This is an optimization exercise on Yosys and OpenROAD, whose aim is small area, a short achievable clock period and few clock cycles per item, not a production implementation.
In this exercise RTL edits were held to simulation tests only and were not proved equivalent to the original.
No activity file was given, so power comes from the tool's default toggle rates.

## nora_bram_loader
module nora_bram_loader #(
    parameter int ADDR_BITS = 9,
    parameter     INIT_FILE = "",
    parameter bit WP_RESET  = 1'b0
) (
    input  logic                 clk,
    input  logic                 reset,
    input  logic [ADDR_BITS-1:0] slv_addr_i,
    input  logic [7:0]           slv_datawr_i,
    input  logic                 slv_datawr_valid,
    output logic [7:0]           slv_datard_o,
    input  logic                 slv_req_i,
    input  logic                 slv_rwn_i,
    input  logic                 wp_set_i,
    output logic                 wp_o,
    input  logic                 ld_start_i,
    input  logic [ADDR_BITS-1:0] ld_addr_i,
    input  logic [ADDR_BITS:0]   ld_len_i,
    input  logic [7:0]           ld_data_i,
    input  logic                 ld_valid_i,
    output logic                 ld_ready_o,
    output logic                 ld_busy_o,
    output logic                 ld_done_o
);
    localparam int AW   = ADDR_BITS;
    localparam int RW   = AW - 1;             
    localparam int ROWS = 1 << RW;            
    logic [AW-1:0] addr;
    logic [AW:0]   cnt;
    logic          beat;
    logic          slv_we;
    logic          start_ok;
    logic          h_v [2];
    assign slv_we     = slv_req_i & ~slv_rwn_i & slv_datawr_valid & ~wp_o;
    assign ld_ready_o = ld_busy_o & ~(slv_req_i & (addr[0] ? h_v[1] : h_v[0]));
    assign beat       = ld_valid_i & ld_ready_o & ~reset;
    assign start_ok   = ld_start_i & ~ld_busy_o & ~ld_done_o & ~wp_o;
    always_ff @(posedge clk) begin
        if (reset) begin
            wp_o <= WP_RESET;
        end else if (wp_set_i) begin
            wp_o <= 1'b1;
        end
    end
    always_ff @(posedge clk) begin
        if (reset) begin
            ld_busy_o <= 1'b0;
            ld_done_o <= 1'b0;
        end else begin
            ld_done_o <= 1'b0;
            if (start_ok) begin
                if (ld_len_i == '0) ld_done_o <= 1'b1;
                else                ld_busy_o <= 1'b1;
            end else if (beat && cnt == (AW + 1)'(1)) begin
                ld_busy_o <= 1'b0;
                ld_done_o <= 1'b1;
            end
        end
    end
    always_ff @(posedge clk) begin
        if (start_ok) begin
            addr <= ld_addr_i;
            cnt  <= ld_len_i;
        end else if (beat) begin
            addr <= addr + AW'(1);
  ...
Size: ~10,000 cells after synthesis, roughly 4,200 flip-flops, about 64 I/O pins, roughly 160,000 um^2 of cells after synthesis.
Settings: LEC_CHECK=0, CAP_MARGIN=20, CORE_MARGIN=2, CORE_UTILIZATION=55, SLEW_MARGIN=20; clock period 7.5 ns.
run.sh (not shown) runs the stock make flow with config.mk's settings and CLKGATE_MAP_FILE= SYNTH_SCRIPT=/design/flow/synth_recipe.tcl, a recipe that flattens the netlist after the stock synthesis.
The starting point failed in global routing (GRT-0116).
Testbench counts at the start, summed over its fixed seeds: cycles 12,647, beats 11,470.
Rerun with:
- SETUP_SLACK_MARGIN: default -> 4.0
Result: The new run stopped in global routing. Synthesized area is unchanged. Synthesized cell count does not change.


Setup of rev 12:
nora_bram_loader, a different RTL version from the one above (not shown whole).
Size in the first run: about 7800 cells after synthesis, ~64 I/O pins.
==> flow/config.mk <==
export PLATFORM = sky130hd
export DESIGN_NAME = nora_bram_loader
export DESIGN_NICKNAME = nora_bram_loader
export VERILOG_FILES = /design/flow/design.v
export SDC_FILE = /design/flow/constraint.sdc
export NUM_CORES = 4
export LEC_CHECK = 0
export CAP_MARGIN = 20
export CORE_MARGIN = 2
export CORE_UTILIZATION = 40
export SLEW_MARGIN = 20
==> flow/constraint.sdc <==
create_clock -name core_clock -period 7.5 [get_ports {clk}]
set_input_delay 1.5000 -clock core_clock [delete_from_list [all_inputs] [get_ports {clk}]]
set_output_delay 1.5000 -clock core_clock [all_outputs]
set_load 0.01 [all_outputs]
No stage failed in rev 12, and the final checks on the layout all came back clean.
Testbench counts of rev 12, summed over its fixed seeds: cycles 12,647, beats 11,470.
Setup changes, rev 12 to rev 13
-- flow/config.mk --
<<< rev 12, line 9
export CORE_MARGIN = 2
export CORE_UTILIZATION = 40
export SLEW_MARGIN = 20
>>> rev 13, line 9
export CORE_MARGIN = 2
export CORE_UTILIZATION = 40
export SETUP_SLACK_MARGIN = 4.0
export SLEW_MARGIN = 20
[summary]
- Maximum number of pins on one net before global-route repair, rev 13 and rev 12, lower one = rev 13.
- Rev 13 has fraction of cell area in non-clock buffers above what rev 12 had.
- Rev 13 packs its core tighter than rev 12.
- Going from rev 12 to rev 13, power +about 1.2%; post-route worst setup slack +1.72 ns; number of buffers created by CTS -about 2%; synthesis-to-layout area growth +2.2 points; non-clock buffer count +57.
- Looking only at post-detailed-route wirelength per cell, and setting everything else aside, the higher value of rev 13 and rev 12 goes to rev 13.


Another version of the RTL of nora_bram_loader (not shown whole).
Size in the first run: roughly 9300 cells after synthesis, about 4300 flip-flops, ~64 I/O pins, about 160000 um^2 of cells after synthesis.
## nora_bram_loader
module nora_bram_loader #(
    parameter int ADDR_BITS = 9,
    parameter     INIT_FILE = "",
    parameter bit WP_RESET  = 1'b0
) (
    input  logic                 clk,
    input  logic                 reset,
    input  logic [ADDR_BITS-1:0] slv_addr_i,
    input  logic [7:0]           slv_datawr_i,
    input  logic                 slv_datawr_valid,
    output logic [7:0]           slv_datard_o,
    input  logic                 slv_req_i,
    input  logic                 slv_rwn_i,
    input  logic                 wp_set_i,
    output logic                 wp_o,
    input  logic                 ld_start_i,
    input  logic [ADDR_BITS-1:0] ld_addr_i,
    input  logic [ADDR_BITS:0]   ld_len_i,
    input  logic [7:0]           ld_data_i,
    input  logic                 ld_valid_i,
    output logic                 ld_ready_o,
    output logic                 ld_busy_o,
    output logic                 ld_done_o
);
==> flow/config.mk <==
export PLATFORM = sky130hd
export DESIGN_NAME = nora_bram_loader
export DESIGN_NICKNAME = nora_bram_loader
export VERILOG_FILES = /design/flow/design.v
export SDC_FILE = /design/flow/constraint.sdc
export NUM_CORES = 4
export LEC_CHECK = 0
export CAP_MARGIN = 20
export CORE_MARGIN = 2
export CORE_UTILIZATION = 40
export CTS_CLUSTER_DIAMETER = 70
export CTS_CLUSTER_SIZE = 24
export SETUP_SLACK_MARGIN = 4.0
export SLEW_MARGIN = 20
==> flow/constraint.sdc <==
create_clock -name core_clock -period 7.5 [get_ports {clk}]
set_input_delay 1.5000 -clock core_clock [delete_from_list [all_inputs] [get_ports {clk}]]
set_output_delay 1.5000 -clock core_clock [all_outputs]
set_load 0.01 [all_outputs]
Testbench counts at the start, summed over its fixed seeds: cycles 12,647, beats 11,470.
Change:
SETUP_SLACK_MARGIN = 3.7   (was 4.0)
Effect:
- The new run finished with timing, DRC and antenna clean
- total power falls by 0.93%
- cell count went down by 1.2%
- clock skew climbs by 11 ps
- routed wire length fell by 5.0%
- global-route usage decreases by 0.98 points

==> static timing again, ports no longer ideal <==
No port has a modelled driver above. Below, the same layouts with a new extraction and two added sets of constraints.
Step 1: set_driving_cell puts a clkbuf_16 on clk and a buf_2 on each other input, an assumption about the parent block.
Step 2, shift: input delay + t, output delay - t, t = (earliest + latest rising clock arrival at the registers) / 2. This alone moves slack from input paths to output paths.
Three values: ideal, step 1, step 2; two values: the first two.
run | t (ns) | setup slack, ns | clock arrival spread, ns | worst data-port slew with drivers (ns)
rev 12 | 1.070 | 1.921 / 1.947 / 0.877 | 0.077 / 0.076 | 0.08
rev 13 | 1.079 | 3.642 / 3.396 / 2.317 | 0.080 / 0.080 | 0.46
the first run of note 3 | 1.075 | 3.600 / 3.313 / 2.237 | 0.097 / 0.097 | 0.63
the second run of note 3 | 1.051 | 3.409 / 3.184 / 2.133 | 0.128 / 0.128 | 0.51
After both steps every run listed still meets setup and hold. For the first run of note 3, which loses most, drivers alone change the setup slack by -0.287 ns; drivers and shift together by -1.363 ns.
